Source: an optimization exercise on an open RTL-to-GDS flow (aim: small area, a short achievable clock period and few clock cycles per item). Production flows keep margins and buffers that such runs may drop.
In this exercise RTL edits were held to simulation tests only and were not proved equivalent to the original.
Power figures rest on the tool's default switching activity, not on a simulated workload.

**flow/design.v**
```verilog
package lsa_pkg;
   localparam int SLOTS_DEF = 64;
   localparam int POOLS_DEF = 2;
   localparam int SLOT_W   = 6;
   localparam int LAYER_W  = 7;
   typedef logic [SLOT_W-1:0]  slot_type;
   typedef logic [LAYER_W-1:0] layer_type;
   typedef enum logic [0:0] {
      ACT_ALLOC   = 1'b0,
      ACT_RELEASE = 1'b1
   } action_type;
   typedef enum logic [2:0] {
      STAT_REUSED    = 3'd0,
      STAT_FRESH     = 3'd1,
      STAT_RELEASED  = 3'd2,
      STAT_DUPLICATE = 3'd3,
      STAT_EXHAUSTED = 3'd4
   } status_type;
   typedef struct packed {
      action_type action;
      logic       pool_type;
      slot_type   slot_in;
   } req_type;
   typedef struct packed {
      slot_type   slot_out;
      layer_type  layer_count;
      status_type status;
   } rsp_type;
   typedef struct packed {
      logic       reuse;
      slot_type   slot;
      layer_type  layer_count;
      status_type status;
   } dec_type;
endpackage
module lsa_queue_mem #(
   parameter int DEPTH = lsa_pkg::SLOTS_DEF,
   parameter int WIDTH = 6
) (
   input  logic                     clock,
   input  logic                     pop,
   input  logic                     push,
   input  logic [$clog2(DEPTH)-1:0] wr_pos,
   input  logic [WIDTH-1:0]         wr_data,
   output logic [WIDTH-1:0]         head,
   output logic [WIDTH-1:0]         head_next
);
   logic [WIDTH-1:0] ent_ff [DEPTH];
   logic [7:0]       pos_hi;
   logic [7:0]       pos_lo;
   assign head      = ent_ff[0];
   assign head_next = ~ent_ff[1];
   always_comb begin
      for (int j = 0; j < 8; j++) begin
         pos_hi[j] = push && (wr_pos[5:3] == 3'(j));
         pos_lo[j] = (wr_pos[2:0] == 3'(j));
      end
   end
   always_ff @(posedge clock) begin
      for (int i = 0; i < DEPTH; i++) begin
         if (pop) begin
            if (i < DEPTH - 1) begin
               ent_ff[i] <= ~ent_ff[i + 1];
            end
         end else if (pos_hi[i / 8] && pos_lo[i % 8]) begin
            ent_ff[i] <= (i % 2 == 1) ? ~wr_data : wr_data;
         end
      end
   end
endmodule
module lsa_pool_ctrl #(
   parameter int SLOTS = lsa_pkg::SLOTS_DEF,
   parameter int POOLS = lsa_pkg::POOLS_DEF
) (
   input  logic         clock,
   input  logic         reset,
   input  logic         upd_en,
   input  logic         upd_pool,
   input  logic [5:0]   upd_slot,
   input  logic         upd_val,
   input  logic         rd_pool,
   input  logic [3:0]   rd_group,
   output logic [3:0]   part_bits
);
   logic [POOLS*SLOTS-1:0] mark_ff;
   logic [15:0]            upd_hi;
   logic [7:0]             upd_lo;
   always_comb begin
      for (int b = 0; b < 4; b++) begin
         part_bits[b] = mark_ff[{rd_pool, rd_group, 2'(b)}];
      end
   end
   always_comb begin
      for (int j = 0; j < 16; j++) begin
         upd_hi[j] = upd_en && ({upd_pool, upd_slot[5:3]} == 4'(j));
      end
      for (int j = 0; j < 8; j++) begin
         upd_lo[j] = (upd_slot[2:0] == 3'(j));
      end
   end
   always_ff @(posedge clock) begin
      for (int i = 0; i < POOLS * SLOTS; i++) begin
         if (reset) begin
            mark_ff[i] <= 1'b0;
         end else if (upd_hi[i / 8] && upd_lo[i % 8]) begin
            mark_ff[i] <= upd_val;
         end
      end
   end
endmodule
module layer_slot_allocator #(
   parameter int SLOTS = lsa_pkg::SLOTS_DEF,
   parameter int POOLS = lsa_pkg::POOLS_DEF
) (
   input  logic             clock,
   input  logic             reset,
   input  logic             req_valid,
   output logic             req_stall,
   input  logic [7:0]       req_data,
   output logic             rsp_valid,
   input  logic             rsp_stall,
   output logic [15:0]      rsp_data
);
   logic hold_ff;
   logic       v1_ff;
   logic [7:0] r1_ff;
   logic       va_ff;
   logic [7:0] ra_ff;
   logic [3:0] mba_ff;
   logic       vd_ff;
   logic [7:0] rd_ff;
   logic       md_ff;
   logic       eq_rel_ff;
   logic       eq_hd_ff;
   logic       cw_v_ff;
   logic       cw_pool_ff;
   logic       cw_push_ff;
   logic [5:0] cw_slot_ff;
   logic [5:0] cw_pos_ff;
   logic       cw_first_ff;
   logic [1:0][6:0] fill_ff;
   logic [1:0]      empty_ff;
   logic [1:0]      full_ff;
   logic [1:0]      one_ff;
   logic [1:0]      f63_ff;
   logic [1:0][6:0] hw_ff;
   logic [1:0]      hwf_ff;
   logic        q0v_ff;
   logic        q1v_ff;
   logic [15:0] q0_ff;
   logic [15:0] q1_ff;
   logic [1:0][5:0] head;
   logic [1:0][5:0] head_nx;
   for (genvar p = 0; p < 2; p++) begin : g_fifo
      lsa_queue_mem #(
         .DEPTH (SLOTS),
         .WIDTH (6)
      ) u_mem (
         .clock     (clock),
         .pop       (cw_v_ff && (cw_pool_ff == p) && !cw_push_ff),
         .push      (cw_v_ff && (cw_pool_ff == p) && cw_push_ff),
         .wr_pos    (cw_pos_ff),
         .wr_data   (cw_slot_ff),
         .head      (head[p]),
         .head_next (head_nx[p])
      );
   end
   logic       a0_pool;
   logic [5:0] a0_slot;
   logic [3:0] part;
   logic [3:0] part_c;
   assign a0_pool = r1_ff[6];
   assign a0_slot = r1_ff[5:0];
   lsa_pool_ctrl #(
      .SLOTS (SLOTS),
      .POOLS (POOLS)
   ) u_mark (
      .clock     (clock),
      .reset     (reset),
      .upd_en    (cw_v_ff),
      .upd_pool  (cw_pool_ff),
      .upd_slot  (cw_slot_ff),
      .upd_val   (cw_push_ff),
      .rd_pool   (a0_pool),
      .rd_group  (a0_slot[5:2]),
      .part_bits (part)
   );
   logic a0_hitg;
   assign a0_hitg = cw_v_ff && (cw_pool_ff == a0_pool) && (cw_slot_ff[5:2] == a0_slot[5:2]);
   always_comb begin
      for (int b = 0; b < 4; b++) begin
         part_c[b] = (a0_hitg && (cw_slot_ff[1:0] == 2'(b))) ? cw_push_ff : part[b];
      end
   end
   logic       a1_pool;
   logic [5:0] a1_slot;
   logic       a1_hitg;
   logic [3:0] mba_c;
   logic       a1_mark;
   assign a1_pool = ra_ff[6];
   assign a1_slot = ra_ff[5:0];
   assign a1_hitg = cw_v_ff && (cw_pool_ff == a1_pool) && (cw_slot_ff[5:2] == a1_slot[5:2]);
   always_comb begin
      for (int b = 0; b < 4; b++) begin
         mba_c[b] = (a1_hitg && (cw_slot_ff[1:0] == 2'(b))) ? cw_push_ff : mba_ff[b];
      end
   end
   assign a1_mark = mba_c[a1_slot[1:0]];
   logic       d_act;
   logic       d_pool;
   logic [5:0] d_slot;
   logic       d_mark;
   logic [5:0] d_head;
   logic       d_reuse;
   logic       d_fresh;
   logic       d_exh;
   logic       d_rel;
   logic       d_dup;
   logic [6:0] d_hw;
   logic [6:0] d_hw1;
   logic [6:0] d_fill;
   logic [15:0] d_res;
   logic       commit;
   assign d_act  = rd_ff[7];
   assign d_pool = rd_ff[6];
   assign d_slot = rd_ff[5:0];
   assign d_mark = (cw_v_ff && cw_push_ff && eq_rel_ff) ? 1'b1 :
                   (cw_v_ff && !cw_push_ff && eq_hd_ff) ? 1'b0 : md_ff;
   always_comb begin
      if (cw_v_ff && (cw_pool_ff == d_pool) && !cw_push_ff) begin
         d_head = head_nx[d_pool];
      end else if (cw_v_ff && (cw_pool_ff == d_pool) && cw_push_ff && cw_first_ff) begin
         d_head = cw_slot_ff;
      end else begin
         d_head = head[d_pool];
      end
   end
   assign d_hw    = hw_ff[d_pool];
   assign d_hw1   = d_hw + 7'd1;
   assign d_fill  = fill_ff[d_pool];
   assign d_reuse = !d_act && !empty_ff[d_pool];
   assign d_fresh = !d_act && empty_ff[d_pool] && !hwf_ff[d_pool];
   assign d_exh   = !d_act && empty_ff[d_pool] && hwf_ff[d_pool];
   assign d_rel   = d_act && !d_mark && !full_ff[d_pool];
   assign d_dup   = d_act && !d_rel;
   always_comb begin
      d_res = '0;
      if (d_reuse) begin
         d_res[15:10] = d_head;
      end else if (d_fresh) begin
         d_res[15:10] = d_hw[5:0];
      end
      d_res[9:3] = d_fresh ? d_hw1 : d_hw;
      d_res[2:0] = d_reuse ? lsa_pkg::STAT_REUSED :
                   d_fresh ? lsa_pkg::STAT_FRESH :
                   d_rel   ? lsa_pkg::STAT_RELEASED :
                   d_dup   ? lsa_pkg::STAT_DUPLICATE : lsa_pkg::STAT_EXHAUSTED;
   end
   assign commit = vd_ff && !hold_ff;
   logic eq_rel_c;
   logic eq_hd_c;
   assign eq_rel_c = (a1_pool == d_pool) && (a1_slot == d_slot);
   assign eq_hd_c  = (a1_pool == d_pool) && (a1_slot == d_head);
   logic hand;
   logic q0_free;
   logic q0v_n;
   logic q1v_n;
   assign hand    = q0v_ff && !rsp_stall;
   assign q0_free = !q0v_ff || hand;
   assign q0v_n   = q0_free ? (q1v_ff || commit) : 1'b1;
   assign q1v_n   = q0_free ? (q1v_ff && commit) : (q1v_ff || commit);
   assign req_stall = hold_ff;
   assign rsp_valid = q0v_ff;
   assign rsp_data  = q0_ff;
   always_ff @(posedge clock) begin
      if (reset) begin
         hold_ff <= 1'b0;
         q0v_ff  <= 1'b0;
         q1v_ff  <= 1'b0;
      end else begin
         hold_ff <= q0v_n && q1v_n;
         q0v_ff  <= q0v_n;
         q1v_ff  <= q1v_n;
      end
   end
   always_ff @(posedge clock) begin
      if (q0_free) begin
         q0_ff <= q1v_ff ? q1_ff : d_res;
      end
      if (q0_free ? q1v_ff : !q1v_ff) begin
         q1_ff <= d_res;
      end
   end
   always_ff @(posedge clock) begin
      if (reset) begin
         v1_ff   <= 1'b0;
         va_ff   <= 1'b0;
         vd_ff   <= 1'b0;
         cw_v_ff <= 1'b0;
      end else begin
         if (!hold_ff) begin
            v1_ff <= req_valid;
            va_ff <= v1_ff;
            vd_ff <= va_ff;
         end
         cw_v_ff <= commit && (d_reuse || d_rel);
      end
   end
   always_ff @(posedge clock) begin
      if (!hold_ff) begin
         r1_ff     <= req_data;
         ra_ff     <= r1_ff;
         mba_ff    <= part_c;
         rd_ff     <= ra_ff;
         md_ff     <= a1_mark;
         eq_rel_ff <= eq_rel_c;
         eq_hd_ff  <= eq_hd_c;
      end else begin
         mba_ff    <= mba_c;
         md_ff     <= d_mark;
      end
      cw_pool_ff <= d_pool;
      cw_push_ff <= d_act;
      cw_slot_ff <= d_act ? d_slot : d_head;
      cw_pos_ff  <= d_fill[5:0];
      cw_first_ff <= empty_ff[d_pool];
   end
   for (genvar p = 0; p < 2; p++) begin : g_pool
      logic sel;
      logic pop_p;
      logic push_p;
      logic fresh_p;
      assign sel     = commit && (d_pool == p);
      assign pop_p   = sel && !d_act && !empty_ff[p];
      assign push_p  = sel && d_act && !d_mark && !full_ff[p];
      assign fresh_p = sel && !d_act && empty_ff[p] && !hwf_ff[p];
      always_ff @(posedge clock) begin
         if (reset) begin
            fill_ff[p]  <= '0;
            empty_ff[p] <= 1'b1;
            full_ff[p]  <= 1'b0;
            one_ff[p]   <= 1'b0;
            f63_ff[p]   <= 1'b0;
            hw_ff[p]    <= '0;
            hwf_ff[p]   <= 1'b0;
         end else begin
            if (pop_p) begin
               fill_ff[p]  <= fill_ff[p] - 7'd1;
               empty_ff[p] <= one_ff[p];
               one_ff[p]   <= (fill_ff[p] == 7'd2);
               full_ff[p]  <= 1'b0;
               f63_ff[p]   <= full_ff[p];
            end
            if (push_p) begin
               fill_ff[p]  <= fill_ff[p] + 7'd1;
               empty_ff[p] <= 1'b0;
               one_ff[p]   <= empty_ff[p];
               full_ff[p]  <= f63_ff[p];
               f63_ff[p]   <= (fill_ff[p] == 7'd62);
            end
            if (fresh_p) begin
               hw_ff[p]  <= hw_ff[p] + 7'd1;
               hwf_ff[p] <= (hw_ff[p] == 7'd63);
            end
         end
      end
   end
endmodule
```
**flow/run.sh**
```bash
#!/bin/bash
# synth_recipe.tcl (not shown) runs the flow's synth.tcl, then flattens the netlist and writes it again
# the make line also repeats each setting of config.mk as NAME=value (left out here)
make -C /OpenROAD-flow-scripts/flow DESIGN_CONFIG=/design/flow/config.mk WORK_HOME=/design/flow/orfs CLKGATE_MAP_FILE= SYNTH_SCRIPT=/design/flow/synth_recipe.tcl finish
```
**flow/config.mk**
```make
export PLATFORM = sky130hd
export DESIGN_NAME = layer_slot_allocator
export DESIGN_NICKNAME = layer_slot_allocator
export VERILOG_FILES = /design/flow/design.v
export SDC_FILE = /design/flow/constraint.sdc
export NUM_CORES = 4
export LEC_CHECK = 0
export CAP_MARGIN = 20
export CORE_MARGIN = 2
export CORE_UTILIZATION = 60
export SETUP_SLACK_MARGIN = 2.8
export SLEW_MARGIN = 20
```
**flow/constraint.sdc**
```tcl
create_clock -name core_clock -period 5.0 [get_ports {clock}]
set_input_delay 1.0000 -clock core_clock [delete_from_list [all_inputs] [get_ports {clock}]]
set_output_delay 1.0000 -clock core_clock [all_outputs]
set_load 0.01 [all_outputs]
```
==> results of run 1 <==
==> power by group <==
part | internal, mW | switching [mW]
Sequential | 9.24 | 0.0545
Clock | 4.28 | 3.21
Combinational | 0.397 | 0.736
==> cells in the final DEF, fill, tap and decap left out, types with 7 or more instances in the layout <==
cell type / count
clkinv_1: 16
clkdlybuf4s50_1: 10
ha_4: 10
nand4_1: 37
buf_16: 12
clkbuf_8: 8
nor3_1: 8
mux2i_1: 22
mux2_4: 10
clkbuf_16: 107
clkbuf_1: 25
mux2i_4: 7
nand3_1: 112
xor2_1: 26
inv_1: 9
a21oi_1: 905
edfxtp_1: 826
mux2_2: 22
o21ai_4: 18
nand2_1: 54
buf_12: 40
nand2_2: 19
nor3_2: 11
clkinvlp_4: 11
buf_2: 18
clkinv_2: 19
nor2_4: 44
buf_4: 128
nor2_2: 8
buf_6: 31
nor2_1: 58
dfxtp_4: 7
o21ai_0: 133
mux4_2: 39
a21oi_2: 9
o21ai_2: 114
xnor2_1: 16
dfxtp_1: 182
==> layer usage <==
metal	global-route usage (%)	vias to the layer above	share of wire, %
met3	5.341	224	9.3
met1	47.34	14250	40
met5	0	-	0
li1	-	12050	-
met2	50.49	1572	48
met4	9.653	0	2.7
==> worst max path at each step <==
stage / from / endpoint / slack [ns] / cells past startpoint
after global routing: rd_ff[6]$_DFFE_PN_ / fill_ff[13]$_SDFFE_PP0P_ / 2.40 / 11
after global placement: cw_v_ff$_SDFF_PP0_ / g_fifo[0].u_mem.ent_ff[47][2]$_DFFE_PP_ / 1.75 / 4
after CTS: rd_ff[6]$_DFFE_PN_ / fill_ff[13]$_SDFFE_PP0P_ / 2.50 / 11
after detailed placement: cw_pool_ff$_DFF_P_ / g_fifo[1].u_mem.ent_ff[42][5]$_DFFE_PP_ / 1.63 / 4
after floorplan: rd_ff[6]$_DFFE_PN_ / fill_ff[13]$_SDFFE_PP0P_ / 2.48 / 13
final: rd_ff[6]$_DFFE_PN_ / fill_ff[6]$_SDFFE_PP0P_ / 2.48 / 12
==> layout make-up <==
class | count | area, um2 | share of cell area (%)
well taps | 873 | 1092 | 2.255
flip-flops and latches | 1019 | 28700 | 59.24
repair inverters | 1 | 6.256 | 0.01291
clock buffers | 138 | 2843 | 5.868
multi-input cells | 1819 | 12430 | 25.65
inverters | 22 | 133.9 | 0.2764
repair buffers | 248 | 2828 | 5.837
clock inverters | 48 | 414.1 | 0.8549
==> through the flow <==
step,instances,instance area [um2],power (mW),setup WS [ns]
2_1_floorplan,3127,40460,9.946,2.483
3_3_place_gp,3795,41330,10.27,1.747
3_5_place_dp,3802,41490,10.30,1.627
4_1_cts,4132,47670,17.88,2.503
5_1_grt,4168,48440,18.34,2.399
6_report,4168,48440,17.92,2.483
==> what timing repair did <==
action / 4_1_cts / 5_1_grt
hold buffers: 0 / 0
gates resized for setup: 534 / 98
setup buffers: 124 / 35
hold endpoints to repair: 0 / 0
pin swaps: 57 / 44
setup endpoints to repair: 1747 / 480
cloned: 20 / 1
==> registers in the layout (all words and copies together) (netlist names), 8 cells and up <==
| signal | flops |
|---|---|
| hw_ff | 14 |
| rd_ff | 8 |
| q0_ff | 16 |
| fill_ff | 14 |
| r1_ff | 8 |
| q1_ff | 16 |
| ra_ff | 8 |
| u_mark.mark_ff | 128 |
| g_fifo.u_mem.ent_ff | 768 |
==> cell families (layout without fill, tap and decap cells) <==
| family | Yosys count | in the layout | synth area share, % |
|---|---|---|---|
| buffers and inverters | 299 | 457 | 2.834 |
| AO/OA/AOI/OAI | 1231 | 1231 | 15.65 |
| XOR/XNOR | 51 | 51 | 1.126 |
| adder cells (fa/ha/maj) | 16 | 16 | 0.5333 |
| flip-flops | 1019 | 1019 | 71.04 |
| AND/OR/NAND/NOR | 408 | 418 | 4.949 |
| multiplexers | 103 | 103 | 3.864 |
==> worst max-delay path, stage by stage (launching register included) <==
cell      delay (ns)
edfxtp_1        0.52
buf_6           0.18
buf_12          0.12
nor2_4          0.09
and4_4          0.28
inv_8           0.06
fa_2            0.36
a21o_1          0.17
a21oi_2         0.15
o21ai_2         0.07
mux2i_1         0.18
xnor2_1         0.14
nor2_1          0.05
==> out/results.tsv, run 1 <==
metric	value	unit
run status	complete, no violations	
critical path class	reg -> reg	
Clk Tree Root Cell	clkbuf_16	
count leader, synth	a21oi_1	
Hold WS	0.4282	ns
Die ar.	69340	um2
grt total ovfl	0	
hold depth	0	
Final min period	2.517	ns
Clk pin slew, worst setup/hold paths	0.06	ns
routability cong.	0.8100	
Data required, critical path	5.52	ns
post-route antenna net violation count	0	
Synth Instances	3127	
global-route wire length before repair	169.8	mm
vias per cell	6.741	
Final Max Slew Viols	0	
flop2flop setup slack	2.48	ns
HPWL Detailed	56.93	mm
crit end category	register	
YS warnings	4	
CTS Buf Count	100	
Area contributors post-synth	edfxtp_1 61%, a21oi_1 11%, dfxtp_1 9.6%, o21ai_0 3.3%, clkbuf_1 2.3%	
TritonCTS clock tree	built	
Top FF cell, synth	edfxtp_1	
layout cells sized above 1	23.88	%
Syn Nets	3155	
die width	263.3	um
Hold Startpoint	r1_ff[0]$_DFFE_PN_	
clock sink count	1019	
peak supply drop	0.2738	mV
Clock Latency Late Sink	0.66	ns
CP startpoint kind	register	
Relative slew margins	27.61	%
maximum clock rate	397.3	MHz
Core ar.	66920	um2
final setup TNS	0	ns
PortBufs	29	
Layout area overhead	20.06	%
RSZ-0062 raised after global routing	yes	
NumNets Final	3239	
Final Util	72.39	%
r2r startpoint	rd_ff[6]$_DFFE_PN_	
starting density of the core	60.30	%
CTS H-tree depth	3	
post-synth top area share	61.47	%
peak fanout along the critical path	5	
leakage power	15.91	nW
P per Cell Area	369.9	nW/um2
overall global routing resource usage	32.33	%
max cap viols	0	
final hold viol count	0	
wirelength, routed	114.6	mm
routed via count	28100	
I/O pins	30	
final setup vio count	0	
initial antenna violation count	0	
crit share post-route	50.34	%
Fin Clk Skew	0.02404	ns
Tightest Hold Check Type	reg -> reg	
DR pass1 iterations	8	
synthesized area per cell	12.90	um2
routed len/inst	27.48	um
Reg2Reg Capture Point	fill_ff[6]$_SDFFE_PP0P_	
Synth top cells by count	914 x a21oi_1, 826 x edfxtp_1, 269 x o21ai_0	
DRC violations left	0	
Post-synth EDFFs	826	
number of global-route vias before repair	27380	
die height	263.3	um
cell taking the most area after synthesis	edfxtp_1	
Hold Path End	ra_ff[0]$_DFFE_PN_	
Core Rows	95	
post-synth cell types	62	
FILL cells	4362	
largest net degree at the start of global routing	176	
asr flop ratio synth	0	%
mapped cell area	40350	um2
Seq cells post-synth	1019	
Diodes inserted	0	
CTS max path bufs	3	
Worst Reg2Reg Path Length in Cells	12	
sequential-to-total area share from yosys stat	71.04	%
initial drt markers	3915	
worst slew pin tran	1.086	ns
Worst Path Arrival	3.04	ns
Testbench counts, summed over its fixed seeds: cycles 32,032, items 32,000.
==> inputs of run 2 (changes only) <==
--- a/flow/design.v
+++ b/flow/design.v
@@ -138,6 +138,8 @@
    logic [5:0] cw_slot_ff;
    logic [5:0] cw_pos_ff;
    logic       cw_first_ff;
+   logic [1:0] cw_pop_p_ff;
+   logic [1:0] cw_push_p_ff;
    logic [1:0][6:0] fill_ff;
    logic [1:0]      empty_ff;
    logic [1:0]      full_ff;
@@ -157,8 +159,8 @@
          .WIDTH (6)
       ) u_mem (
          .clock     (clock),
-         .pop       (cw_v_ff && (cw_pool_ff == p) && !cw_push_ff),
-         .push      (cw_v_ff && (cw_pool_ff == p) && cw_push_ff),
+         .pop       (cw_pop_p_ff[p]),
+         .push      (cw_push_p_ff[p]),
          .wr_pos    (cw_pos_ff),
          .wr_data   (cw_slot_ff),
          .head      (head[p]),
@@ -224,8 +226,7 @@
    assign d_act  = rd_ff[7];
    assign d_pool = rd_ff[6];
    assign d_slot = rd_ff[5:0];
-   assign d_mark = (cw_v_ff && cw_push_ff && eq_rel_ff) ? 1'b1 :
-                   (cw_v_ff && !cw_push_ff && eq_hd_ff) ? 1'b0 : md_ff;
+   assign d_mark = eq_rel_ff ? 1'b1 : eq_hd_ff ? 1'b0 : md_ff;
    always_comb begin
       if (cw_v_ff && (cw_pool_ff == d_pool) && !cw_push_ff) begin
          d_head = head_nx[d_pool];
@@ -259,8 +260,16 @@
    assign commit = vd_ff && !hold_ff;
    logic eq_rel_c;
    logic eq_hd_c;
-   assign eq_rel_c = (a1_pool == d_pool) && (a1_slot == d_slot);
-   assign eq_hd_c  = (a1_pool == d_pool) && (a1_slot == d_head);
+   logic eq_h0;
+   logic eq_h1;
+   logic eq_hc;
+   assign eq_h0    = (a1_slot == head[a1_pool]);
+   assign eq_h1    = (a1_slot == head_nx[a1_pool]);
+   assign eq_hc    = (a1_slot == cw_slot_ff);
+   assign eq_rel_c = commit && d_rel && (a1_pool == d_pool) && (a1_slot == d_slot);
+   assign eq_hd_c  = commit && d_reuse && (a1_pool == d_pool) &&
+                     ((cw_v_ff && (cw_pool_ff == d_pool) && !cw_push_ff) ? eq_h1 :
+                      (cw_v_ff && (cw_pool_ff == d_pool) && cw_push_ff && cw_first_ff) ? eq_hc : eq_h0);
    logic hand;
    logic q0_free;
    logic q0v_n;
@@ -287,7 +296,7 @@
       if (q0_free) begin
          q0_ff <= q1v_ff ? q1_ff : d_res;
       end
-      if (q0_free ? q1v_ff : !q1v_ff) begin
+      if (!q1v_ff) begin
          q1_ff <= d_res;
       end
    end
@@ -316,6 +325,8 @@
          eq_rel_ff <= eq_rel_c;
          eq_hd_ff  <= eq_hd_c;
       end else begin
+         eq_rel_ff <= 1'b0;
+         eq_hd_ff  <= 1'b0;
          mba_ff    <= mba_c;
          md_ff     <= d_mark;
       end
@@ -343,7 +354,11 @@
             f63_ff[p]   <= 1'b0;
             hw_ff[p]    <= '0;
             hwf_ff[p]   <= 1'b0;
+            cw_pop_p_ff[p]  <= 1'b0;
+            cw_push_p_ff[p] <= 1'b0;
          end else begin
+            cw_pop_p_ff[p]  <= pop_p;
+            cw_push_p_ff[p] <= push_p;
             if (pop_p) begin
                fill_ff[p]  <= fill_ff[p] - 7'd1;
                empty_ff[p] <= one_ff[p];
--- a/flow/config.mk
+++ b/flow/config.mk
@@ -8,5 +8,8 @@
 export CAP_MARGIN = 20
 export CORE_MARGIN = 2
 export CORE_UTILIZATION = 60
+export CTS_BUF_LIST = sky130_fd_sc_hd__clkbuf_16
+export CTS_CLUSTER_DIAMETER = 100
+export CTS_CLUSTER_SIZE = 30
 export SETUP_SLACK_MARGIN = 2.8
 export SLEW_MARGIN = 20
==> run 2 against run 1 <==
  * Synthesized area grew 1.3%
  * Worst hold slack gained 0.020 ns
  * Register-to-register slack gained 0.096 ns
  * Combinational power shrank 16%
  * Die area grew 1.3%
  * Total power shrank 20%
  * Utilization shrank 5.3 points
  * Critical path depth is the same
  * Cell count shrank 3.0%
  * Clock skew grew 0.0085 ns
  * Global-route usage shrank 2.7 points
  * Sequential share of layout area grew 4.1 points
  * Critical path type unchanged
  * Largest cell class unchanged
==> out/results.tsv, run 2 <==
metric	value	unit
CTS Buf Count	41	
Synth top cells by count	914 x a21oi_1, 808 x edfxtp_1, 244 x clkbuf_1	
Critical Path Source	rd_ff[6]$_DFFE_PN_	
top flop regs	g_fifo.u_mem.ent_ff x768, u_mark.mark_ff x128	
crit end category	register	
YS warnings	4	
final setup vio count	0	
max cap viols	0	
final hold viol count	0	
switching part of the total power	22.61	%
cell depth of the worst setup path	12	
CTS H-tree depth	2	
P per Cell Area	318.6	nW/um2
DRC violations left	0	
DR top layer	met4	
number of global-route vias before repair	26290	
wirelength, routed	105.2	mm
Area contributors post-synth	edfxtp_1 59%, a21oi_1 11%, dfxtp_1 11%, clkbuf_1 2.2%, mux4_2 2.0%	
r2r startpoint	rd_ff[6]$_DFFE_PN_	
Tightest Hold Check Type	reg -> reg	
Syn Nets	3226	
initial antenna violation count	0	
post-synth cell types	61	
peak fanout along the critical path	6	
PortBufs	29	
CP dominant cell by count	buf_6	
CP max stage cell	edfxtp_1	
Core Rows	95	
clock power share	29.0	%
sequential-to-total area share from yosys stat	69.88	%
overall global routing resource usage	29.65	%
initial drt markers	2860	
peak supply drop	0.3100	mV
routed len/inst	26.03	um
layout cells sized above 1	16.26	%
Final Max Slew Viols	0	
crit share post-route	48.42	%
crit-path max cell delay	0.49	ns
post-route antenna net violation count	0	
TritonCTS clock tree	built	
Data required, critical path	5.54	ns
Die ar.	70240	um2
global-route wire length before repair	159.8	mm
met1 wire length	44.97	mm
Fin Clk Skew	0.03252	ns
Post-synth EDFFs	808	
asr flop ratio synth	0	%
clock sink count	1023	
non-filler instance count after layout	4041	
worst slew pin tran	1.173	ns
NumNets Final	3173	
Largest Register	g_fifo.u_mem.ent_ff	
CTS max path bufs	3	
Worst Reg2Reg Path Length in Cells	12	
Synth Instances	3197	
mapped cell area	40880	um2
synthesized area per cell	12.79	um2
die height	265.0	um
Top FF cell, synth	edfxtp_1	
Routed met3 length	7.676	mm
crit path cell chain	buf_6, buf_6, nor2_4, nand4_1, buf_6, ha_4, nor2b_4, o21a_1, o21ai_2, a211o_1, a21o_1, a21oi_1	
Layout area overhead	10.45	%
net switching power	3.252	mW
flip-flop count of the largest register after layout	768	
Clock Latency Late Sink	0.63	ns
most frequent cells in the layout	909 x a21oi_1, 808 x edfxtp_1, 201 x dfxtp_1	
post-synth top area share	59.35	%
run status	complete, no violations	
CP startpoint kind	register	
Inst Count DP	3853	
Relative slew margins	21.64	%
die width	265.0	um
flop2flop setup slack	2.58	ns
count leader, synth	a21oi_1	
I/O pins	30	
Diodes inserted	0	
maximum clock rate	413.1	MHz
final setup TNS	0	ns
vias per cell	6.678	
Reg2Reg Capture Point	fill_ff[6]$_SDFFE_PP0P_	
HPWL Detailed	57.45	mm
largest net degree at the start of global routing	159	
Clk Tree Root Cell	clkbuf_16	
Core ar.	67280	um2
Buffers & Inverters on Critical Path	3	
Final min period	2.421	ns
Worst Path Arrival	2.97	ns
grt total ovfl	0	
DR pass1 iterations	5	
routed via count	26990	
WL met2	49.99	mm
Clk pin slew, worst setup/hold paths	0.10	ns
cell taking the most area after synthesis	edfxtp_1	
CP delay by family, top	compound AO/OA/AOI/OAI gates	
Flop pwr share	64.4	%
combinational share of power	6.6	%
starting density of the core	60.77	%
critical path endpoint	fill_ff[6]$_SDFFE_PP0P_	
most common cell after layout, fill and taps aside	a21oi_1	
RSZ-0062 raised after global routing	yes	
leakage power	15.27	nW
routability cong.	0.8045	
Seq cells post-synth	1023	
critical path class	reg -> reg	
P_int	11.13	mW
run 2: cell types whose count changed in the layout (fill, tap and decap cells not counted), moves of 12 or more:
cell,previous run,this run
clkbuf_1,25,0
a21o_1,6,68
edfxtp_1,826,808
o21ai_2,114,3
clkinv_2,19,0
clkinv_1,16,1
inv_1,9,24
o21ai_4,18,0
o21bai_2,0,54
clkbuf_16,107,43
buf_6,31,19
dfxtp_1,182,201
nor3_1,8,21
buf_12,40,13
run 2: worst min-delay path by stage:
stage / from / to / slack, ns / cells after the start
2_1_floorplan: rd_ff[7]$_DFFE_PN_ / cw_push_ff$_DFF_P_ / 0.37 / 0
3_3_place_gp: r1_ff[1]$_DFFE_PN_ / ra_ff[1]$_DFFE_PN_ / 0.40 / 0
3_5_place_dp: r1_ff[7]$_DFFE_PN_ / ra_ff[7]$_DFFE_PN_ / 0.41 / 0
4_1_cts: ra_ff[7]$_DFFE_PN_ / rd_ff[7]$_DFFE_PN_ / 0.45 / 0
5_1_grt: r1_ff[7]$_DFFE_PN_ / ra_ff[7]$_DFFE_PN_ / 0.47 / 0
6_report: ra_ff[7]$_DFFE_PN_ / rd_ff[7]$_DFFE_PN_ / 0.45 / 0
run 2: what timing repair did:
item                        CTS  global route
hold buffers                  0             0
setup endpoints to repair  1218           664
resized for setup           198           115
pin swaps                    28            23
gates cloned                 10             0
setup buffers                68            39
run 2: power by group through the flow:
| stage | logic (mW) | registers, mW | clock network (mW) |
|---|---|---|---|
| after floorplan | 0.500 | 9.43 | 0 |
| after global placement | 0.768 | 9.47 | 0 |
| after detailed placement | 0.787 | 9.47 | 0 |
| after CTS | 0.883 | 9.27 | 4.23 |
| after global routing | 1.02 | 9.27 | 4.49 |
| final | 0.950 | 9.26 | 4.17 |
run 2: cells by family (layout without fill, tap and decap cells):
kind of cell / Yosys count / in the layout / synth area share (%)
AO/OA/AOI/OAI: 1244 / 1244 / 16.39
flip-flops: 1023 / 1023 / 69.88
AND/OR/NAND/NOR: 463 / 467 / 5.677
buffers and inverters: 306 / 273 / 2.901
multiplexers: 99 / 99 / 3.636
XOR/XNOR: 45 / 45 / 0.9640
adder cells (fa/ha/maj): 17 / 17 / 0.5570
run 2: area by class of cell:
type,count,area (um2)
inverters,17,71.32
clock inverters,24,136.4
multi-input cells,1872,12320
flip-flops and latches,1023,28610
well taps,873,1092
clock buffers,43,1076
repair buffers,189,1858
fillers,4914,22120
run 2: metal layers:
metal / global-route usage, % / vias up
li1: - / 11980
met1: 43.59 / 13720
met2: 47.02 / 1111
met3: 4.110 / 168
met4: 8.215 / 0
met5: 0 / -
run 2: metrics by stage:
stage | setup slack [ns] | area [um2] | hold slack (ns) | utilization (%) | total power, mW
floorplan | 2.501 | 40940 | 0.3700 | - | 9.935
detailed placement | 1.881 | 41830 | 0.4148 | 62.18 | 10.26
CTS | 2.606 | 44270 | 0.4537 | 65.80 | 14.38
global route | 2.496 | 45160 | 0.4661 | 67.12 | 14.78
global placement | 1.968 | 41770 | 0.4026 | 62.09 | 10.24
finish | 2.579 | 45160 | 0.4482 | 67.12 | 14.39
run 2: worst reg2reg max path: stages (launching register included):
cell and delay, ns:
edfxtp_1 0.49, buf_6 0.17, buf_6 0.11, nor2_4 0.07, nand4_1 0.11, buf_6 0.18
ha_4 0.28, nor2b_4 0.13, o21a_1 0.16, o21ai_2 0.08, a211o_1 0.28, a21o_1 0.18
a21oi_1 0.13
Testbench counts of run 2, summed over its fixed seeds: cycles 32,032, items 32,000.
==> inputs of run 3 (changes only) <==
--- a/flow/design.v
+++ b/flow/design.v
@@ -32,6 +32,20 @@
       layer_type  layer_count;
       status_type status;
    } dec_type;
+   function automatic logic [6:0] fill_up(input logic [6:0] c);
+      fill_up = {c[5:0], c[6] ^ c[5]};
+   endfunction
+   function automatic logic [6:0] fill_dn(input logic [6:0] c);
+      fill_dn = {c[0] ^ c[6], c[6:1]};
+   endfunction
+   function automatic logic [6:0] fill_code(input int n);
+      logic [6:0] c;
+      c = 7'd1;
+      for (int i = 0; i < n; i++) begin
+         c = fill_up(c);
+      end
+      fill_code = c;
+   endfunction
 endpackage
 module lsa_queue_mem #(
    parameter int DEPTH = lsa_pkg::SLOTS_DEF,
@@ -40,20 +54,26 @@
    input  logic                     clock,
    input  logic                     pop,
    input  logic                     push,
-   input  logic [$clog2(DEPTH)-1:0] wr_pos,
+   input  logic [6:0]               wr_pos,
    input  logic [WIDTH-1:0]         wr_data,
    output logic [WIDTH-1:0]         head,
    output logic [WIDTH-1:0]         head_next
 );
    logic [WIDTH-1:0] ent_ff [DEPTH];
    logic [7:0]       pos_hi;
-   logic [7:0]       pos_lo;
+   logic [15:0]      pos_lo;
+   logic [6:0]       code [DEPTH];
    assign head      = ent_ff[0];
    assign head_next = ~ent_ff[1];
    always_comb begin
       for (int j = 0; j < 8; j++) begin
-         pos_hi[j] = push && (wr_pos[5:3] == 3'(j));
-         pos_lo[j] = (wr_pos[2:0] == 3'(j));
+         pos_hi[j] = push && (wr_pos[6:4] == 3'(j));
+      end
+      for (int j = 0; j < 16; j++) begin
+         pos_lo[j] = (wr_pos[3:0] == 4'(j));
+      end
+      for (int i = 0; i < DEPTH; i++) begin
+         code[i] = lsa_pkg::fill_code(i);
       end
    end
    always_ff @(posedge clock) begin
@@ -62,7 +82,7 @@
             if (i < DEPTH - 1) begin
                ent_ff[i] <= ~ent_ff[i + 1];
             end
-         end else if (pos_hi[i / 8] && pos_lo[i % 8]) begin
+         end else if (pos_hi[code[i][6:4]] && pos_lo[code[i][3:0]]) begin
             ent_ff[i] <= (i % 2 == 1) ? ~wr_data : wr_data;
          end
       end
@@ -79,15 +99,15 @@
    input  logic [5:0]   upd_slot,
    input  logic         upd_val,
    input  logic         rd_pool,
-   input  logic [3:0]   rd_group,
-   output logic [3:0]   part_bits
+   input  logic [2:0]   rd_group,
+   output logic [7:0]   part_bits
 );
    logic [POOLS*SLOTS-1:0] mark_ff;
    logic [15:0]            upd_hi;
    logic [7:0]             upd_lo;
    always_comb begin
-      for (int b = 0; b < 4; b++) begin
-         part_bits[b] = mark_ff[{rd_pool, rd_group, 2'(b)}];
+      for (int b = 0; b < 8; b++) begin
+         part_bits[b] = mark_ff[{rd_pool, rd_group, 3'(b)}];
       end
    end
    always_comb begin
@@ -126,7 +146,7 @@
    logic [7:0] r1_ff;
    logic       va_ff;
    logic [7:0] ra_ff;
-   logic [3:0] mba_ff;
+   logic [7:0] mba_ff;
    logic       vd_ff;
    logic [7:0] rd_ff;
    logic       md_ff;
@@ -136,11 +156,11 @@
    logic       cw_pool_ff;
    logic       cw_push_ff;
    logic [5:0] cw_slot_ff;
-   logic [5:0] cw_pos_ff;
+   logic [6:0] cw_pos_ff;
    logic       cw_first_ff;
    logic [1:0] cw_pop_p_ff;
    logic [1:0] cw_push_p_ff;
-   logic [1:0][6:0] fill_ff;
+   logic [1:0][6:0] fill_ff;     
    logic [1:0]      empty_ff;
    logic [1:0]      full_ff;
    logic [1:0]      one_ff;
@@ -169,8 +189,8 @@
    end
    logic       a0_pool;
    logic [5:0] a0_slot;
-   logic [3:0] part;
-   logic [3:0] part_c;
+   logic [7:0] part;
+   logic [7:0] part_c;
    assign a0_pool = r1_ff[6];
    assign a0_slot = r1_ff[5:0];
    lsa_pool_ctrl #(
@@ -184,30 +204,30 @@
       .upd_slot  (cw_slot_ff),
       .upd_val   (cw_push_ff),
       .rd_pool   (a0_pool),
-      .rd_group  (a0_slot[5:2]),
+      .rd_group  (a0_slot[5:3]),
       .part_bits (part)
    );
    logic a0_hitg;
-   assign a0_hitg = cw_v_ff && (cw_pool_ff == a0_pool) && (cw_slot_ff[5:2] == a0_slot[5:2]);
+   assign a0_hitg = cw_v_ff && (cw_pool_ff == a0_pool) && (cw_slot_ff[5:3] == a0_slot[5:3]);
    always_comb begin
-      for (int b = 0; b < 4; b++) begin
-         part_c[b] = (a0_hitg && (cw_slot_ff[1:0] == 2'(b))) ? cw_push_ff : part[b];
+      for (int b = 0; b < 8; b++) begin
+         part_c[b] = (a0_hitg && (cw_slot_ff[2:0] == 3'(b))) ? cw_push_ff : part[b];
       end
    end
    logic       a1_pool;
    logic [5:0] a1_slot;
    logic       a1_hitg;
-   logic [3:0] mba_c;
+   logic [7:0] mba_c;
    logic       a1_mark;
    assign a1_pool = ra_ff[6];
    assign a1_slot = ra_ff[5:0];
-   assign a1_hitg = cw_v_ff && (cw_pool_ff == a1_pool) && (cw_slot_ff[5:2] == a1_slot[5:2]);
+   assign a1_hitg = cw_v_ff && (cw_pool_ff == a1_pool) && (cw_slot_ff[5:3] == a1_slot[5:3]);
    always_comb begin
-      for (int b = 0; b < 4; b++) begin
-         mba_c[b] = (a1_hitg && (cw_slot_ff[1:0] == 2'(b))) ? cw_push_ff : mba_ff[b];
+      for (int b = 0; b < 8; b++) begin
+         mba_c[b] = (a1_hitg && (cw_slot_ff[2:0] == 3'(b))) ? cw_push_ff : mba_ff[b];
       end
    end
-   assign a1_mark = mba_c[a1_slot[1:0]];
+   assign a1_mark = mba_c[a1_slot[2:0]];
    logic       d_act;
    logic       d_pool;
    logic [5:0] d_slot;
@@ -333,7 +353,7 @@
       cw_pool_ff <= d_pool;
       cw_push_ff <= d_act;
       cw_slot_ff <= d_act ? d_slot : d_head;
-      cw_pos_ff  <= d_fill[5:0];
+      cw_pos_ff  <= d_fill;
       cw_first_ff <= empty_ff[d_pool];
    end
    for (genvar p = 0; p < 2; p++) begin : g_pool
@@ -347,7 +367,7 @@
       assign fresh_p = sel && !d_act && empty_ff[p] && !hwf_ff[p];
       always_ff @(posedge clock) begin
          if (reset) begin
-            fill_ff[p]  <= '0;
+            fill_ff[p]  <= lsa_pkg::fill_code(0);
             empty_ff[p] <= 1'b1;
             full_ff[p]  <= 1'b0;
             one_ff[p]   <= 1'b0;
@@ -360,18 +380,18 @@
             cw_pop_p_ff[p]  <= pop_p;
             cw_push_p_ff[p] <= push_p;
             if (pop_p) begin
-               fill_ff[p]  <= fill_ff[p] - 7'd1;
+               fill_ff[p]  <= lsa_pkg::fill_dn(fill_ff[p]);
                empty_ff[p] <= one_ff[p];
-               one_ff[p]   <= (fill_ff[p] == 7'd2);
+               one_ff[p]   <= (fill_ff[p] == lsa_pkg::fill_code(2));
                full_ff[p]  <= 1'b0;
                f63_ff[p]   <= full_ff[p];
             end
             if (push_p) begin
-               fill_ff[p]  <= fill_ff[p] + 7'd1;
+               fill_ff[p]  <= lsa_pkg::fill_up(fill_ff[p]);
                empty_ff[p] <= 1'b0;
                one_ff[p]   <= empty_ff[p];
                full_ff[p]  <= f63_ff[p];
-               f63_ff[p]   <= (fill_ff[p] == 7'd62);
+               f63_ff[p]   <= (fill_ff[p] == lsa_pkg::fill_code(62));
             end
             if (fresh_p) begin
                hw_ff[p]  <= hw_ff[p] + 7'd1;
==> run 3 against run 2 <==
  * Highest routed layer unchanged
  * Cell count about the same
  * Sequential share of layout area is 0.36 points higher
  * Synthesized area increased by 0.28%
  * Worst hold slack worse by 0.015 ns
  * Worst setup slack improved by 0.11 ns
  * Sequential power increased by 0.6%
  * Still clean
  * Largest power group unchanged
==> out/results.tsv, run 3 <==
metric	value	unit
Syn Nets	3235	
final setup TNS	0	ns
post-synth cell types	65	
DRC violations left	0	
wirelength, routed	111.1	mm
peak supply drop	0.3096	mV
Fin Clk Skew	0.02900	ns
Worst Path Arrival	2.83	ns
sequential-to-total area share from yosys stat	69.93	%
worst slew pin tran	1.141	ns
FILL cells	4897	
Layout area overhead	9.883	%
synthesized area per cell	12.74	um2
peak fanout along the critical path	6	
Die ar.	70430	um2
TritonCTS clock tree	built	
fin area	45050	um2
Synth Instances	3219	
RSZ-0062 raised after global routing	yes	
global-route wire length before repair	166.2	mm
Top FF cell, synth	edfxtp_1	
NumNets Final	3157	
non-filler instance count after layout	4038	
initial antenna violation count	0	
dpl ws	1.971	ns
worst setup margin	2.687	ns
largest net degree at the start of global routing	144	
Post-synth EDFFs	808	
max cap viols	0	
mapped cell area	41000	um2
initial drt markers	3458	
CP startpoint kind	register	
total power	14.48	mW
routability cong.	0.8784	
leakage power	14.92	nW
clock sink count	1028	
Inst Count DP	3877	
instance area at placement	41900	um2
die height	265.4	um
critical path class	reg -> reg	
Relative slew margins	23.73	%
CTS max path bufs	3	
CTS H-tree depth	2	
Final Max Slew Viols	0	
Core Rows	95	
Seq cells post-synth	1028	
final hold viol count	0	
grt total ovfl	0	
Clk Tree Root Cell	clkbuf_16	
vias per cell	6.765	
flip-flop count of the largest register after layout	768	
PortBufs	29	
top flop regs	g_fifo.u_mem.ent_ff x768, u_mark.mark_ff x128	
most frequent cells in the layout	912 x a21oi_1, 808 x edfxtp_1, 205 x dfxtp_1	
crit share post-route	46.26	%
layout cells sized above 1	14.88	%
starting density of the core	60.83	%
run status	complete, no violations	
Final min period	2.313	ns
hold depth	0	
maximum clock rate	432.3	MHz
Worst Reg2Reg Path Length in Cells	8	
Clock Latency Late Sink	0.63	ns
Data required, critical path	5.52	ns
DR pass1 iterations	6	
post-cts hold buffer count	0	
routed len/inst	27.51	um
YS warnings	5	
count leader, synth	a21oi_1	
Area contributors post-synth	edfxtp_1 59%, a21oi_1 11%, dfxtp_1 11%, clkbuf_1 2.2%, mux4_2 2.1%	
number of global-route vias before repair	26680	
overall global routing resource usage	31.21	%
asr flop ratio synth	0	%
area of the multi-input gates	12260	um2
area occupied by registers	28700	um2
P per Cell Area	321.4	nW/um2
Clk pin slew, worst setup/hold paths	0.12	ns
CTS Buf Count	41	
Synth top cells by count	914 x a21oi_1, 808 x edfxtp_1, 235 x clkbuf_1	
Core ar.	67400	um2
Largest Register	g_fifo.u_mem.ent_ff	
die width	265.4	um
crit end category	register	
post-synth top area share	59.19	%
cell taking the most area after synthesis	edfxtp_1	
final setup vio count	0	
I/O pins	30	
post-route antenna net violation count	0	
Tightest Hold Check Type	reg -> reg	
Final Util	66.84	%
HPWL Detailed	62.73	mm
Hold WS	0.4335	ns
routed via count	27320	
Diodes inserted	0	
most common cell after layout, fill and taps aside	a21oi_1	
==> run 3: cell count changes after synthesis, sizes merged, moves of 5 or more <==
cell / before / now
a21o: 68 / 58
clkbuf: 244 / 235
nor2b: 17 / 23
a21boi: 0 / 6
dfxtp: 215 / 220
nand4: 48 / 10
nor2: 101 / 106
buf: 45 / 54
nand2: 71 / 94
a311oi: 0 / 14
nand3: 122 / 169
and2: 8 / 2
ha: 15 / 4
==> run 3: metal layers <==
| layer | GRT usage, % | routed length [um] |
|---|---|---|
| met5 | 0 | 0 |
| met1 | 46.50 | 47320 |
| met3 | 5.379 | 9915 |
| met2 | 48.59 | 51680 |
| met4 | 7.161 | 2163 |
==> run 3: worst max-delay path, stage by stage, from the launching register on <==
cell,delay [ns]
edfxtp_1,0.45
buf_4,0.19
clkbuf_16,0.17
buf_4,0.13
mux4_2,0.40
mux4_2,0.46
a21boi_1,0.14
a311oi_1,0.21
a21oi_1,0.07
==> run 3: cell families (layout without fill, tap and decap cells) <==
family	after synthesis	after routing	share of synthesized area (%)
buffers and inverters	303	245	2.942
flip-flops	1028	1028	69.93
multiplexers	98	98	3.702
AO/OA/AOI/OAI	1256	1256	16.61
XOR/XNOR	43	43	0.9187
adder cells (fa/ha/maj)	4	4	0.1221
AND/OR/NAND/NOR	487	491	5.774
==> run 3: repair_timing <==
action,4_1_cts,5_1_grt
setup buffers,56,26
pin swaps,20,11
endpoints found under the setup margin,1109,773
gates cloned,8,3
resized for setup,216,93
hold endpoints to repair,0,0
==> run 3: worst paths after layout <==
kind	from	end	slack, ns
worst max register to register	r1_ff[3]$_DFFE_PN_	mba_ff[0]$_DFF_P_	2.69
worst min-delay path	r1_ff[1]$_DFFE_PN_	ra_ff[1]$_DFFE_PN_	0.43
worst min register to register	r1_ff[1]$_DFFE_PN_	ra_ff[1]$_DFFE_PN_	0.43
worst max-delay path	r1_ff[3]$_DFFE_PN_	mba_ff[0]$_DFF_P_	2.69
==> run 3: cell type report <==
| cell class | count | area share [%] |
|---|---|---|
| clock buffer | 43 | 2.389 |
| clock inverter | 24 | 0.3527 |
| inverter | 14 | 0.1417 |
| multi-input combinational | 1892 | 27.21 |
| timing repair buffer | 164 | 3.769 |
| tap | 873 | 2.425 |
| sequential | 1028 | 63.71 |
==> run 3: power breakdown <==
part	total, mW	internal [mW]	switching, mW
registers	9.32	9.27	0.0540
logic	0.918	0.279	0.639
clock network	4.24	1.66	2.58
Testbench counts of run 3, summed over its fixed seeds: cycles 32,032, items 32,000.
==> inputs of run 4 (changes only) <==
--- a/flow/design.v
+++ b/flow/design.v
@@ -158,6 +158,10 @@
    logic [5:0] cw_slot_ff;
    logic [6:0] cw_pos_ff;
    logic       cw_first_ff;
+   logic       cw2_v_ff;
+   logic       cw2_pool_ff;
+   logic       cw2_push_ff;
+   logic [5:0] cw2_slot_ff;
    logic [1:0] cw_pop_p_ff;
    logic [1:0] cw_push_p_ff;
    logic [1:0][6:0] fill_ff;     
@@ -207,27 +211,28 @@
       .rd_group  (a0_slot[5:3]),
       .part_bits (part)
    );
-   logic a0_hitg;
-   assign a0_hitg = cw_v_ff && (cw_pool_ff == a0_pool) && (cw_slot_ff[5:3] == a0_slot[5:3]);
-   always_comb begin
-      for (int b = 0; b < 8; b++) begin
-         part_c[b] = (a0_hitg && (cw_slot_ff[2:0] == 3'(b))) ? cw_push_ff : part[b];
-      end
-   end
+   assign part_c = part;
    logic       a1_pool;
    logic [5:0] a1_slot;
+   logic       a1_hitg2;
    logic       a1_hitg;
    logic [7:0] mba_c;
    logic       a1_mark;
    assign a1_pool = ra_ff[6];
    assign a1_slot = ra_ff[5:0];
-   assign a1_hitg = cw_v_ff && (cw_pool_ff == a1_pool) && (cw_slot_ff[5:3] == a1_slot[5:3]);
+   assign a1_hitg2 = cw2_v_ff && (cw2_pool_ff == a1_pool) && (cw2_slot_ff[5:3] == a1_slot[5:3]);
+   assign a1_hitg  = cw_v_ff && (cw_pool_ff == a1_pool) && (cw_slot_ff[5:3] == a1_slot[5:3]);
    always_comb begin
       for (int b = 0; b < 8; b++) begin
-         mba_c[b] = (a1_hitg && (cw_slot_ff[2:0] == 3'(b))) ? cw_push_ff : mba_ff[b];
+         mba_c[b] = (a1_hitg && (cw_slot_ff[2:0] == 3'(b)))   ? cw_push_ff :
+                    (a1_hitg2 && (cw2_slot_ff[2:0] == 3'(b))) ? cw2_push_ff : mba_ff[b];
       end
    end
-   assign a1_mark = mba_c[a1_slot[2:0]];
+   logic a1_hit;
+   logic a1_hit2;
+   assign a1_hit  = cw_v_ff && (cw_pool_ff == a1_pool) && (cw_slot_ff == a1_slot);
+   assign a1_hit2 = cw2_v_ff && (cw2_pool_ff == a1_pool) && (cw2_slot_ff == a1_slot);
+   assign a1_mark = a1_hit ? cw_push_ff : a1_hit2 ? cw2_push_ff : mba_ff[a1_slot[2:0]];
    logic       d_act;
    logic       d_pool;
    logic [5:0] d_slot;
@@ -326,6 +331,7 @@
          va_ff   <= 1'b0;
          vd_ff   <= 1'b0;
          cw_v_ff <= 1'b0;
+         cw2_v_ff <= 1'b0;
       end else begin
          if (!hold_ff) begin
             v1_ff <= req_valid;
@@ -333,6 +339,7 @@
             vd_ff <= va_ff;
          end
          cw_v_ff <= commit && (d_reuse || d_rel);
+         cw2_v_ff <= cw_v_ff;
       end
    end
    always_ff @(posedge clock) begin
@@ -350,6 +357,9 @@
          mba_ff    <= mba_c;
          md_ff     <= d_mark;
       end
+      cw2_pool_ff <= cw_pool_ff;
+      cw2_push_ff <= cw_push_ff;
+      cw2_slot_ff <= cw_slot_ff;
       cw_pool_ff <= d_pool;
       cw_push_ff <= d_act;
       cw_slot_ff <= d_act ? d_slot : d_head;
==> run 4 against run 3 <==
  * Worst setup slack better by 0.036 ns
  * Highest routed layer is now met5
  * Non-clock buffer count is 7 lower
  * Total power is 1.1% lower
  * Register-to-register slack better by 0.04 ns
  * Count of clock-buffer cells in the layout is 3 lower
  * Via count is 0.22% lower
  * Sequential share of layout area is 0.26 points higher
==> out/results.tsv, run 4 <==
metric	value	unit
leakage power	14.94	nW
run status	complete, no violations	
Clk Tree Root Cell	clkbuf_16	
number of global-route vias before repair	26090	
Reg2Reg Capture Point	mba_ff[7]$_DFFE_PP_	
most common cell after layout, fill and taps aside	a21oi_1	
RSZ-0062 raised after global routing	yes	
YS warnings	5	
Post-synth EDFFs	816	
post-cts hold buffer count	0	
CTS H-tree depth	2	
combinational share of power	6.2	%
peak fanout along the critical path	18	
Syn Nets	3227	
grt total ovfl	0	
Synth Instances	3211	
max cap viols	0	
final setup vio count	0	
post-synth cell types	61	
dpl ws	2.158	ns
CTS max path bufs	3	
Hold Startpoint	r1_ff[7]$_DFFE_PN_	
total power	14.32	mW
net switching power	3.214	mW
top flop regs	g_fifo.u_mem.ent_ff x768, u_mark.mark_ff x128	
Core Rows	96	
Flop pwr share	65.5	%
routability cong.	0.9102	
initial antenna violation count	2	
Data required, critical path	5.38	ns
Die ar.	70850	um2
Hold Path End	ra_ff[7]$_DFFE_PN_	
instance area at placement	42140	um2
die height	266.2	um
die width	266.2	um
most frequent cells in the layout	904 x a21oi_1, 816 x edfxtp_1, 208 x dfxtp_1	
non-filler instance count after layout	4031	
Inst Count DP	3875	
Seq cells post-synth	1037	
hold depth	0	
DR pass1 iterations	6	
final hold viol count	0	
crit share post-route	45.54	%
fin area	45260	um2
cell taking the most area after synthesis	edfxtp_1	
worst slew pin tran	1.150	ns
Final Util	66.22	%
starting density of the core	60.34	%
P_int	11.11	mW
count leader, synth	a21oi_1	
Area contributors post-synth	edfxtp_1 59%, a21oi_1 11%, dfxtp_1 11%, mux4_2 2.3%, clkbuf_1 2.2%	
clock sink count	1037	
P per Cell Area	316.5	nW/um2
asr flop ratio synth	0	%
Worst Path Arrival	2.66	ns
flop2flop setup slack	2.72	ns
peak supply drop	0.2895	mV
routed via count	27260	
post-synth top area share	59.42	%
Synth top cells by count	906 x a21oi_1, 816 x edfxtp_1, 240 x clkbuf_1	
crit path cell chain	buf_4, nand3_1, nor2_1, mux2i_1, o21ai_0	
PortBufs	29	
Hold WS	0.4328	ns
Largest Register	g_fifo.u_mem.ent_ff	
wirelength, routed	108.9	mm
largest net degree at the start of global routing	169	
Fin Clk Skew	0.02643	ns
flip-flop count of the largest register after layout	768	
I/O pins	30	
Final Max Slew Viols	0	
Worst Reg2Reg Path Length in Cells	5	
Top FF cell, synth	edfxtp_1	
Relative slew margins	23.36	%
CP startpoint kind	register	
Diodes inserted	0	
HPWL Detailed	61.60	mm
maximum clock rate	439.1	MHz
crit-path max cell delay	0.63	ns
synthesized area per cell	12.84	um2
final setup TNS	0	ns
Layout area overhead	9.739	%
initial drt markers	3438	
sequential-to-total area share from yosys stat	70.14	%
crit end category	register	
r2r startpoint	cw_slot_ff[1]$_DFF_P_	
layout cells sized above 1	15.66	%
CTS Buf Count	40	
post-route antenna net violation count	0	
CP max stage cell	nand3_1	
Tightest Hold Check Type	reg -> reg	
TritonCTS clock tree	built	
clock power share	28.3	%
overall global routing resource usage	30.18	%
NumNets Final	3142	
Core ar.	68350	um2
critical path class	reg -> reg	
Clock Latency Late Sink	0.64	ns
DRC violations left	0	
Clk pin slew, worst setup/hold paths	0.12	ns
switching part of the total power	22.44	%
mapped cell area	41240	um2
global-route wire length before repair	161.6	mm
Final min period	2.277	ns
routed len/inst	27.01	um
vias per cell	6.762	
worst setup margin	2.723	ns
-- run 4: cell families after synthesis --
logic type	count (synthesis)	share of synthesized area, %
AO/OA/AOI/OAI	1245	16.25
adder cells (fa/ha/maj)	4	0.1214
AND/OR/NAND/NOR	468	5.670
XOR/XNOR	43	0.9132
buffers and inverters	307	2.934
flip-flops	1037	70.14
multiplexers	107	3.965
-- run 4: final cells by class --
type / count / area (um2)
clock inverter: 25 / 117.6
sequential: 1037 / 28950
tap: 882 / 1104
inverter: 16 / 82.58
multi-input combinational: 1874 / 12340
fill: 4982 / 23090
timing repair buffer: 157 / 1659
clock buffer: 40 / 1001
-- run 4: worst max-delay path by stage --
stage,start,end,depth (start not counted)
6_report,cw_slot_ff[1]$_DFF_P_,mba_ff[7]$_DFFE_PP_,5
5_1_grt,rd_ff[6]$_DFFE_PN_,q0_ff[8]$_DFFE_PN_,7
4_1_cts,cw_pos_ff[4]$_DFF_P_,g_fifo[1].u_mem.ent_ff[53][4]$_DFFE_PP_,3
3_5_place_dp,r1_ff[3]$_DFFE_PN_,mba_ff[4]$_DFFE_PP_,5
3_3_place_gp,r1_ff[3]$_DFFE_PN_,mba_ff[7]$_DFFE_PP_,5
2_1_floorplan,r1_ff[4]$_DFFE_PN_,mba_ff[6]$_DFFE_PP_,7
-- run 4: timing repair --
item,4_1_cts,5_1_grt
gates cloned,9,4
pin swaps,13,10
resized for setup,212,110
buffers inserted,36,39
setup endpoints to repair,1190,922
-- run 4: critical path: cells and delay by family, from the launching register on --
kind / cells / cell delay [ns]
flops: 1 / 0.33
mux: 1 / 0.30
buf+inv: 1 / 0.34
simple gates: 2 / 0.94
compound gates: 1 / 0.10
-- run 4: power by group through the flow --
stage | Sequential [mW] | Clock (mW) | Combinational [mW]
after floorplan | 9.55 | 0 | 0.470
final | 9.38 | 4.06 | 0.890
after CTS | 9.38 | 4.10 | 0.826
after detailed placement | 9.58 | 0 | 0.733
after global placement | 9.58 | 0 | 0.711
after global routing | 9.38 | 4.38 | 0.946
-- run 4: layer usage --
layer  GRT usage, %  share of wire, %
met1          44.39                42
met5              0             0.010
met2          47.12                46
met4          7.561               2.7
met3          5.453               9.3
Testbench counts of run 4, summed over its fixed seeds: cycles 32,032, items 32,000.
==> inputs of run 5 (changes only) <==
--- a/flow/design.v
+++ b/flow/design.v
@@ -105,6 +105,7 @@
    logic [POOLS*SLOTS-1:0] mark_ff;
    logic [15:0]            upd_hi;
    logic [7:0]             upd_lo;
+   logic                   clr_ff;
    always_comb begin
       for (int b = 0; b < 8; b++) begin
          part_bits[b] = mark_ff[{rd_pool, rd_group, 3'(b)}];
@@ -112,18 +113,17 @@
    end
    always_comb begin
       for (int j = 0; j < 16; j++) begin
-         upd_hi[j] = upd_en && ({upd_pool, upd_slot[5:3]} == 4'(j));
+         upd_hi[j] = clr_ff || (upd_en && ({upd_pool, upd_slot[5:3]} == 4'(j)));
       end
       for (int j = 0; j < 8; j++) begin
-         upd_lo[j] = (upd_slot[2:0] == 3'(j));
+         upd_lo[j] = clr_ff || (upd_slot[2:0] == 3'(j));
       end
    end
    always_ff @(posedge clock) begin
+      clr_ff <= reset;
       for (int i = 0; i < POOLS * SLOTS; i++) begin
-         if (reset) begin
-            mark_ff[i] <= 1'b0;
-         end else if (upd_hi[i / 8] && upd_lo[i % 8]) begin
-            mark_ff[i] <= upd_val;
+         if (upd_hi[i / 8] && upd_lo[i % 8]) begin
+            mark_ff[i] <= upd_val && !clr_ff;
          end
       end
    end
@@ -214,22 +214,11 @@
    assign part_c = part;
    logic       a1_pool;
    logic [5:0] a1_slot;
-   logic       a1_hitg2;
-   logic       a1_hitg;
-   logic [7:0] mba_c;
    logic       a1_mark;
+   logic       a1_hit;
+   logic       a1_hit2;
    assign a1_pool = ra_ff[6];
    assign a1_slot = ra_ff[5:0];
-   assign a1_hitg2 = cw2_v_ff && (cw2_pool_ff == a1_pool) && (cw2_slot_ff[5:3] == a1_slot[5:3]);
-   assign a1_hitg  = cw_v_ff && (cw_pool_ff == a1_pool) && (cw_slot_ff[5:3] == a1_slot[5:3]);
-   always_comb begin
-      for (int b = 0; b < 8; b++) begin
-         mba_c[b] = (a1_hitg && (cw_slot_ff[2:0] == 3'(b)))   ? cw_push_ff :
-                    (a1_hitg2 && (cw2_slot_ff[2:0] == 3'(b))) ? cw2_push_ff : mba_ff[b];
-      end
-   end
-   logic a1_hit;
-   logic a1_hit2;
    assign a1_hit  = cw_v_ff && (cw_pool_ff == a1_pool) && (cw_slot_ff == a1_slot);
    assign a1_hit2 = cw2_v_ff && (cw2_pool_ff == a1_pool) && (cw2_slot_ff == a1_slot);
    assign a1_mark = a1_hit ? cw_push_ff : a1_hit2 ? cw2_push_ff : mba_ff[a1_slot[2:0]];
@@ -354,7 +343,7 @@
       end else begin
          eq_rel_ff <= 1'b0;
          eq_hd_ff  <= 1'b0;
-         mba_ff    <= mba_c;
+         mba_ff    <= {8{a1_mark}};
          md_ff     <= d_mark;
       end
       cw2_pool_ff <= cw_pool_ff;
--- a/flow/config.mk
+++ b/flow/config.mk
@@ -9,7 +9,7 @@
 export CORE_MARGIN = 2
 export CORE_UTILIZATION = 60
 export CTS_BUF_LIST = sky130_fd_sc_hd__clkbuf_16
-export CTS_CLUSTER_DIAMETER = 100
-export CTS_CLUSTER_SIZE = 30
+export CTS_CLUSTER_DIAMETER = 80
+export CTS_CLUSTER_SIZE = 25
 export SETUP_SLACK_MARGIN = 2.8
 export SLEW_MARGIN = 20
==> run 5 against run 4 <==
  * Critical path type unchanged
  * Non-clock buffer count grew 1
  * Synthesized area shrank 1.5%
  * Die area shrank 1.5%
  * Clock power grew 14%
  * Sequential share of layout area grew 3.2 points
  * Final area shrank 0.78%
  * Critical endpoint is now g_fifo[1].u_mem.ent_ff[12][5]$_DFFE_PP_
  * Critical path depth shrank 2
  * Combinational power grew 5.2%
  * Utilization grew 0.77 points
==> out/results.tsv, run 5 <==
metric	value	unit
run status	complete, no violations	
Final min period	2.409	ns
Synth Area in XOR/XNOR	1.032	%
die width	264.2	um
Worst Reg2Reg Path Length in Cells	3	
initial antenna violation count	1	
final hold viol count	0	
die height	264.2	um
most frequent cells in the layout	936 x edfxtp_1, 774 x a21oi_1, 182 x nor2_1	
WL met2	48.55	mm
maximum clock rate	415.0	MHz
worst slew pin tran	1.152	ns
peak supply drop	0.2940	mV
Layout area overhead	10.59	%
Clk Tree Root Cell	clkbuf_16	
initial drt markers	2950	
NumNets Final	2847	
Post-Synth Adder-Cell Area	0.1233	%
routed via count	24540	
P per Cell Area	339.0	nW/um2
clock sink count	1038	
area occupied by registers	30180	um2
Data required, critical path	5.27	ns
Syn Nets	2876	
CTS Buf Count	49	
Post-synth EDFFs	936	
post-cts hold buffer count	0	
FILL cells	4816	
YS warnings	5	
leakage power	15.31	nW
vias per cell	6.569	
sequential-to-total area share from yosys stat	74.25	%
non-filler instance count after layout	3736	
final setup TNS	0	ns
I/O pins	30	
Synth Instances	2860	
Hold WS	0.4288	ns
Synth Area in Simple Gates	4.493	%
Core Rows	95	
Top FF cell, synth	edfxtp_1	
Relative slew margins	23.10	%
Hold Startpoint	r1_ff[2]$_DFFE_PN_	
CTS max path bufs	3	
mux cell area share after synthesis	3.935	%
Largest Register	g_fifo.u_mem.ent_ff	
Reg2Reg Capture Point	g_fifo[1].u_mem.ent_ff[12][5]$_DFFE_PP_	
Inst Count DP	3561	
area of the multi-input gates	10530	um2
global-route wire length before repair	151.3	mm
largest family of logic cells by synthesized area	compound AO/OA/AOI/OAI gates	
DR top layer	met4	
synthesized area per cell	14.20	um2
Routed met3 length	7.614	mm
DR pass1 iterations	5	
starting density of the core	60.57	%
Fin Clk Skew	0.02949	ns
crit end category	register	
Clk pin slew, worst setup/hold paths	0.10	ns
critical path class	reg -> reg	
crit share post-route	48.19	%
instance area at placement	41610	um2
grt total ovfl	0	
met1 wire length	44.09	mm
Critical Path Source	cw_pos_ff[5]$_DFF_P_	
critical path endpoint	g_fifo[1].u_mem.ent_ff[12][5]$_DFFE_PP_	
Compound-Gate Fraction of Synth Area	13.55	%
Final Max Slew Viols	0	
final setup vio count	0	
flip-flop count of the largest register after layout	768	
RSZ-0062 raised after global routing	yes	
post-route antenna net violation count	0	
DRC violations left	0	
post-synth cell types	65	
routability cong.	0.8228	
post-synth top area share	69.22	%
Clock Latency Late Sink	0.65	ns
number of global-route vias before repair	23530	
most common cell after layout, fill and taps aside	edfxtp_1	
Tightest Hold Check Type	reg -> reg	
overall global routing resource usage	29.03	%
CTS H-tree depth	2	
peak fanout along the critical path	11	
Seq cells post-synth	1038	
PortBufs	29	
CP startpoint kind	register	
Final Util	66.98	%
count leader, synth	edfxtp_1	
Worst Path Arrival	2.68	ns
largest net degree at the start of global routing	223	
worst setup margin	2.591	ns
wirelength, routed	102.7	mm
Die ar.	69780	um2
HPWL Detailed	57.96	mm
dpl ws	2.021	ns
max cap viols	0	
layout cells sized above 1	17.40	%
top flop regs	g_fifo.u_mem.ent_ff x768, u_mark.mark_ff x128	
Area contributors post-synth	edfxtp_1 69%, a21oi_1 9.7%, dfxtp_1 5.0%, mux4_2 2.2%, nor2_1 2.0%	
Synth top cells by count	936 x edfxtp_1, 784 x a21oi_1, 216 x nor2_1	
flop2flop setup slack	2.59	ns
r2r startpoint	cw_pos_ff[5]$_DFF_P_	
fin area	44910	um2
total power	15.22	mW
mapped cell area	40610	um2
TritonCTS clock tree	built	
Core ar.	67040	um2
asr flop ratio synth	0	%
routed len/inst	27.48	um
cell taking the most area after synthesis	edfxtp_1	
run 5: cell families (layout without fill, tap and decap cells):
| logic type | Yosys count | in the layout |
|---|---|---|
| DFF | 1038 | 1038 |
| adders and majority gates | 4 | 4 |
| xor gates and xnor gates | 47 | 47 |
| buffers and inverters | 270 | 263 |
| other | 0 | 1 |
| muxes | 102 | 102 |
| AOI/OAI and AO/OA | 995 | 995 |
| and+or+nand+nor | 404 | 413 |
run 5: cell type report:
type / count / area share, %
multi-input combinational: 1561 / 23.44
tap: 873 / 2.432
clock inverter: 30 / 0.3929
timing repair buffer: 158 / 3.394
clock buffer: 52 / 2.898
inverter: 23 / 0.2229
antenna: 1 / 0.005573
sequential: 1038 / 67.21
run 5: how the worst min path moves through the flow:
stage                           to  slack, ns  cells past startpoint
4_1_cts         ra_ff[2]$_DFFE_PN_       0.43                      0
6_report        ra_ff[2]$_DFFE_PN_       0.43                      0
2_1_floorplan  cw2_pool_ff$_DFF_P_       0.33                      0
5_1_grt         ra_ff[2]$_DFFE_PN_       0.44                      0
3_5_place_dp    ra_ff[2]$_DFFE_PN_       0.41                      0
3_3_place_gp    ra_ff[1]$_DFFE_PN_       0.40                      0
run 5: power by group:
group	total, mW	internal, mW	leakage [nW]	switching, mW
Sequential	9.66	9.58	9.42	0.0789
Clock	4.63	1.94	0.805	2.69
Combinational	0.936	0.331	5.08	0.605
Total	15.2	11.8	15.3	3.37
run 5: routing by layer:
| layer | track usage, % | up-vias |
|---|---|---|
| met5 | 0 | - |
| met4 | 7.156 | 0 |
| met3 | 3.924 | 152 |
| met2 | 45.90 | 987 |
| met1 | 43.37 | 12660 |
| li1 | - | 10740 |
run 5: repair_timing:
action | 4_1_cts | 5_1_grt
setup buffers | 45 | 34
resized for setup | 226 | 103
endpoints found under the setup margin | 1131 | 640
cloned | 10 | 2
pin swaps | 21 | 23
hold endpoints to repair | 0 | 0
run 5: worst max-delay path: stages (launching register included):
cell and delay [ns]:
dfxtp_1 0.65, nor2b_1 0.31, nand3_1 0.48, o21bai_2 0.59
Testbench counts of run 5, summed over its fixed seeds: cycles 32,032, items 32,000.

[afterwards: timing with drivers on the ports]
Ports are ideal in the flow. The routed layouts listed here were re-timed in OpenROAD.
Step 1 sets driving cells, clkbuf_16 on the clock port and buf_2 on the other inputs (assumed; they add their load-dependent delay and slew).
Step 2, shift: input delay + t, output delay - t, t = (earliest + latest rising clock arrival at the registers) / 2. This alone moves slack from input paths to output paths.
Slacks: ideal ports / drivers / drivers and shift; pairs: ideal ports / drivers.
run	shift t [ns]	slack for setup (ns)	worst setup path after step 2	clock arrival spread, ns	cell pins on the clock port's net
run 1	0.721	2.483 / 2.483 / 2.248	input to register	0.024 / 0.024	1
run 2	0.688	2.579 / 2.579 / 2.369	input to register	0.034 / 0.034	1
run 3	0.688	2.687 / 2.687 / 2.374	input to register	0.032 / 0.033	1
run 4	0.694	2.723 / 2.723 / 2.444	input to register	0.031 / 0.031	1
run 5	0.696	2.591 / 2.591 / 2.351	input to register	0.034 / 0.033	1
After both steps every run listed still meets setup and hold. The setup slack of run 3, which loses most, moves by 0.000 ns with the drivers and by -0.313 ns with both steps.
